This is an optimization exercise on Yosys and OpenROAD, whose aim is small area, a short achievable clock period and few clock cycles per item, not a production implementation.
Only simulation tests tie the RTL to the original design; equivalence was not proved.

### constraint.sdc
create_clock -name core_clock -period 10.0 [get_ports {clk}]
set_input_delay 2.0000 -clock core_clock [delete_from_list [all_inputs] [get_ports {clk}]]
set_output_delay 2.0000 -clock core_clock [all_outputs]
set_load 0.01 [all_outputs]
### design.v
package mb_pkg;
    localparam int N      = 32;
    localparam int DIGITS = 16;
    localparam int PPW    = 34;
    localparam logic [63:0] COR_BASE = 64'h5555_5556_0000_0000;
    typedef struct packed {
        logic sign;
        logic one;
        logic two;
    } booth_digit_t;
endpackage
module mb_digit_enc (
    input  logic [2:0]   trip,
    output mb_pkg::booth_digit_t digit
);
    assign digit.sign = trip[2];
    assign digit.one  = trip[1] ^ trip[0];
    assign digit.two  = (trip[2] & ~trip[1] & ~trip[0]) | (~trip[2] & trip[1] & trip[0]);
endmodule
module mb_pp_sel (
    input  mb_pkg::booth_digit_t   digit,
    input  logic [mb_pkg::N-1:0]   b,
    output logic [mb_pkg::PPW-1:0] pp,
    output logic           neg
);
    logic [mb_pkg::PPW-1:0] sel_s;
    always_comb begin
        neg = digit.sign & (digit.one | digit.two);
        if (digit.one) begin
            sel_s = {{2{b[mb_pkg::N-1]}}, b};
        end else if (digit.two) begin
            sel_s = {b[mb_pkg::N-1], b, 1'b0};
        end else begin
            sel_s = {mb_pkg::PPW{1'b0}};
        end
        pp          = sel_s ^ {mb_pkg::PPW{neg}};
        pp[mb_pkg::PPW-1]   = ~pp[mb_pkg::PPW-1];
    end
endmodule
module mb_booth_mult32 (
    input  logic          clk,
    input  logic          rst,
    input  logic          in_valid,
    input  logic [mb_pkg::N-1:0]  a,
    input  logic [mb_pkg::N-1:0]  b,
    output logic          out_valid,
    output logic [63:0]   product
);
    logic [mb_pkg::N:0]        a_ext_s;
    logic [3*mb_pkg::DIGITS-1:0] digit_s;   
    logic [mb_pkg::PPW-1:0]    pp_s    [mb_pkg::DIGITS];
    logic [mb_pkg::DIGITS-1:0] neg_s;
    logic [63:0]       cor_s;
    logic [mb_pkg::PPW-1:0]    sum_pp_s [mb_pkg::DIGITS];
    logic [63:0]       sum_cor_s;
    logic              sum_valid_s;
    logic [63:0]       sum_s;
    logic              out_valid_d, out_valid_q;
    logic [63:0]       product_d, product_q;
    assign a_ext_s = {a, 1'b0};
    for (genvar g = 0; g < mb_pkg::DIGITS; g++) begin : g_digit
        mb_digit_enc u_enc (
            .trip  (a_ext_s[2*g+2 -: 3]),
            .digit (digit_s[3*g +: 3])
        );
        mb_pp_sel u_pp (
            .digit (digit_s[3*g +: 3]),
            .b     (b),
            .pp    (pp_s[g]),
            .neg   (neg_s[g])
        );
    end
    always_comb begin
        cor_s = mb_pkg::COR_BASE;
        for (int i = 0; i < mb_pkg::DIGITS; i++) begin
            cor_s[2*i] = neg_s[i];
        end
    end
    always_comb begin
        for (int i = 0; i < mb_pkg::DIGITS; i++) begin
            sum_pp_s[i] = pp_s[i];
        end
        sum_cor_s   = cor_s;
        sum_valid_s = in_valid;
    end
    always_comb begin
        sum_s = sum_cor_s;
        for (int i = 0; i < mb_pkg::DIGITS; i++) begin
            sum_s = sum_s + ({{(64-mb_pkg::PPW){1'b0}}, sum_pp_s[i]} << (2*i));
        end
    end
    always_comb begin
        out_valid_d = sum_valid_s;
        if (sum_valid_s) begin
            product_d = sum_s;
        end else begin
            product_d = product_q;
        end
    end
    always_ff @(posedge clk) begin
        if (rst) begin
            out_valid_q <= 1'b0;
            product_q   <= 64'd0;
        end else begin
            out_valid_q <= out_valid_d;
            product_q   <= product_d;
        end
    end
    assign out_valid = out_valid_q;
    assign product   = product_q;
endmodule
### run.sh
#!/bin/bash
# synth_recipe.tcl (not shown) runs the flow's synth.tcl, then flattens the netlist and writes it again
# the make line also repeats each setting of config.mk as NAME=value (left out here)
make -C /OpenROAD-flow-scripts/flow DESIGN_CONFIG=/design/flow/config.mk WORK_HOME=/design/flow/orfs CLKGATE_MAP_FILE= SYNTH_SCRIPT=/design/flow/synth_recipe.tcl finish
### config.mk
export PLATFORM = sky130hd
export DESIGN_NAME = mb_booth_mult32
export DESIGN_NICKNAME = mb_booth_mult32
export VERILOG_FILES = /design/flow/design.v
export SDC_FILE = /design/flow/constraint.sdc
export NUM_CORES = 4
export LEC_CHECK = 0
export CAP_MARGIN = 20
export CORE_MARGIN = 2
export CORE_UTILIZATION = 40
export SLEW_MARGIN = 20
==> results list <==
- Count of input and output buffers: about 130
* Synthesized area per cell: slightly above 8 sq um
- After synthesis the netlist holds a flip-flop and latch count of between 60 and 70.
* Slowest stage cell on the critical path: sky130_fd_sc_hd__a221oi_1
* RSZ-0062 raised after global routing: false
- Wire length reported by the detailed router: around 110000 microns
* Clock latency on the worst-skew pair: 0.35 ns
- Average wire per standard cell: ~23 microns
- The critical path contains buffers and inverters numbering 4 combined.
- Traced cell by cell, the critical path runs through clkdlybuf4s50_1, nor2_1, nand2_1, nor2_1, a221oi_1, fa_1, inv_1, fa_1, fa_1, fa_1, fa_1, inv_1, fa_1, inv_1, ha_1, a21oi_1, o21ai_1, a221o_1, a31oi_2, o221a_4, a21oi_1, or4_1, o311ai_1.
* # Max-Cap Violations: 0
- Final slew viol count: 0
- The clock tree synthesis step divided the H-tree into 3 levels.
* Initial DRT Pass Iterations: 10
- Top-Level Pins: approximately 130
* Count of fill cells added during filler insertion: roughly 7700
* Post-route fraction of the period consumed by the critical path: 0.925
- In this run the cell area of the synthesized design comes to a little over 30000 sq um.
- Max-slew headroom at the worst pin: 0.263
- Between clock sinks in the finished design, the worst skew comes to 0 ns.
- The share of the Yosys chip area taken by registers is 0.0422.
* Nature of the critical path startpoint: input port
- CTS Buf Count: 9
- For this run, design rule violations remaining after detail routing come to 0.
* Num rows: between 100 and 150
- Biggest cell delay along the critical path: ~0.65 ns
* Hold/Removal Path Class: flop to flop
* Final ANT Viol Nets: 0
* Area of the core: ~76000 sq um
- Routed via count divided by cell count: around 5.9
* Setup TNS after final layout: 0 ns
- Counting flops with an async set or reset pin after synthesis yields a share of 0.
- Among cell families on the critical path, the largest total delay comes from adder cells.
- Die span in y: between 200 and 300 microns
- Counting distinct cell types in the post-synthesis netlist gives 84.
- Count of synthesis-stage warnings from yosys: 5
* RD Place Congestion: approximately 0.94
- Hold-fix buffer count after cts: 0
* HPWL after detailed placement: ~86000 microns
- CTS Sinks: 65
- At the pin with the least slew margin, the transition time is 1.09 ns.
- After detailed placement, the total cell area comes to 32900 sq um.
* Clock-pin slew on the worst setup and hold paths: around 0.07 ns
- The floorplan step set the die width to approximately 280 microns.
- Top-count cell post-synth: sky130_fd_sc_hd__xor2_1
- Of the post-synthesis cell area, the dominant cell type holds 0.278.
- The setup path with the least slack is of type input port to flop.
- Die footprint: between 70000 and 80000 sq um
- For this run, the total global-route usage over all layers was measured as 0.276.
- The initial antenna violation count is 2.
- CP most frequent cell: sky130_fd_sc_hd__fa_1
* Maximum clock frequency: ~110 MHz
- Result of the run: timing/DRC/antenna clean
* Root buffer cell: sky130_fd_sc_hd__clkbuf_16
* Final hold vios: 0
- The clock passes through at most 2 buffers.
- Once the clock tree was built, the resizer swapped 0 gates to a different size.
- For this configuration, the core starts out at a cell density of 0.405.
- Critical Path RT: about 10 ns
- The synthesized design contains 0 enable-type register cells.
- The net count of the finished layout is roughly 4400.
* CP Capture Type: flop
* Final non-filler cell area: 33200 sq um
- # setup viols final: 0
* Mapped Nets: between 4000 and 5000
- Largest area contributor in the synthesized netlist: sky130_fd_sc_hd__fa_1
* Post-Synthesis Cells: between 3000 and 4000
* Setup slack of the most critical reg-to-reg path: just over 9 ns
* Clock tree from TritonCTS: built
- Sum of overflow across all layers after global routing: 0
- First-pass GRT wire length: 166000 microns
- Worst Path Max Fanout: 15
- Initial DRC Count: between 2000 and 3000
* Post-route core utilization: 0.436
- The via count of the first global-routing pass is between 20000 and 30000.
* Post-CTS setup-driven buffer insertion count: 0
- OpenSTA, run right after detailed placement, puts the worst setup slack at 0.544 ns.
- Area delta synth->final: 7.70%
- By count the netlist is led by 505 x sky130_fd_sc_hd__xor2_1, 427 x sky130_fd_sc_hd__fa_1, 418 x sky130_fd_sc_hd__inv_1.
- Entering global routing, the biggest net connects between 50 and 60 pins.
* Detailed-route via count: 27600
* Placed cell count: approximately 4700
* Cell Count, Final, Fillers Out: 4696
* Largest cells by area after synthesis: sky130_fd_sc_hd__fa_1 28%, sky130_fd_sc_hd__xor2_1 14%, sky130_fd_sc_hd__ha_1 8.9%, sky130_fd_sc_hd__a221oi_1 6.3%, sky130_fd_sc_hd__a22oi_1 5.8%
* Final worst setup slack: approximately 0.75 ns
* Time the final worst path needs with I/O delays and setup: 9.25 ns
* Worst Path Arrival: around 9.5 ns
* Synth Flop Type: sky130_fd_sc_hd__dfxtp_1
* Ratio of cells with drive above 1 in the final layout: 0.0764
-- worst reg2reg max path, delay by kind of cell, from the launching register on --
family | cells | cell delay, ns
AO/OA/AOI/OAI | 1 | 0.25
buffers and inverters | 1 | 0.06
flip-flops | 1 | 0.40
-- stage by stage --
stage	hold slack, ns
after floorplan	0.470
after global placement	0.437
after detailed placement	0.443
after CTS	0.457
after global routing	0.489
final	0.451
-- kinds of logic (layout without fill, tap and decap cells) --
family                   Yosys count  after routing  synth area share
multiplexers                      29             29           0.00942
flip-flops                        65             65            0.0422
other                              0              1                 0
XOR/XNOR                         558            558             0.159
AND/OR/NAND/NOR                  588            588            0.0831
buffers and inverters            841            724             0.104
AO/OA/AOI/OAI                   1056           1056             0.237
adder cells (fa/ha/maj)          645            645             0.366
-- path summary, 6_finish.rpt --
path / from / cells after the start / endpoint
setup reg to reg: product_q[56] / 2 / product_q[56]
hold / removal: product_q[35] / 2 / product_q[35]
setup / recovery: a[8] / 23 / product_q[56]
hold reg to reg: product_q[35] / 2 / product_q[35]
-- area by class of cell --
class	count	area [sq um]	share of cell area
Clock inverter	6	40.0	0.00121
Inverter	420	1580	0.0475
Antenna cell	1	2.50	0.0000754
Sequential cell	65	1300	0.0392
Tap cell	1030	1290	0.0388
Clock buffer	10	239	0.00720
Timing Repair Buffer	288	2260	0.0683
Multi-Input combinational cell	2876	26500	0.798
-- state kept, by name, indices dropped and copies added (netlist names) --
name and cells:
product_q 64, out_valid_q 1
-- placed cells by master, fill, tap and decap left out, drive strengths merged, types with 29 or more instances in the layout --
master	count
nor2	326
a21oi	131
a221oi	223
o21ai	317
xor2	505
a22oi	239
inv	421
fa	427
buf	207
nand2	124
xnor2	53
mux2i	29
ha	218
dfxtp	65
clkdlybuf4s50	81
-- per-layer routing --
layer	wire length, microns	vias up	track usage	share of wire
li1	-	12600	-	-
met1	46200	13600	0.376	0.42
met2	49000	1169	0.423	0.45
met3	9530	214	0.0564	0.087
met4	5210	2	0.118	0.047
met5	14	-	0	0.00013
Testbench counts, summed over its fixed seeds: cycles 160,000, items 160,000.

## static timing again, ports no longer ideal
The flow's constraints put no driver on any port. The routed layout listed below was extracted and timed again, unchanged, in two steps. Step 1 sets driving cells, clkbuf_16 on the clock port and buf_2 on the other inputs (assumed; they add their load-dependent delay and slew). Step 2 also shifts input and output timing later by t, the mid clock arrival at the registers, as if the neighbouring blocks saw the same clock. Slacks: no drivers / after step 1 / after step 2; pairs: no drivers / after step 1.
t, ns: 0.415
setup slack, ns: 0.746 / 0.776 / 0.361
worst data-port slew with drivers (ns): 0.12
After both steps setup and hold are still met in this run. The setup slack of this run moves by +0.030 ns with the drivers and by -0.385 ns with both steps.
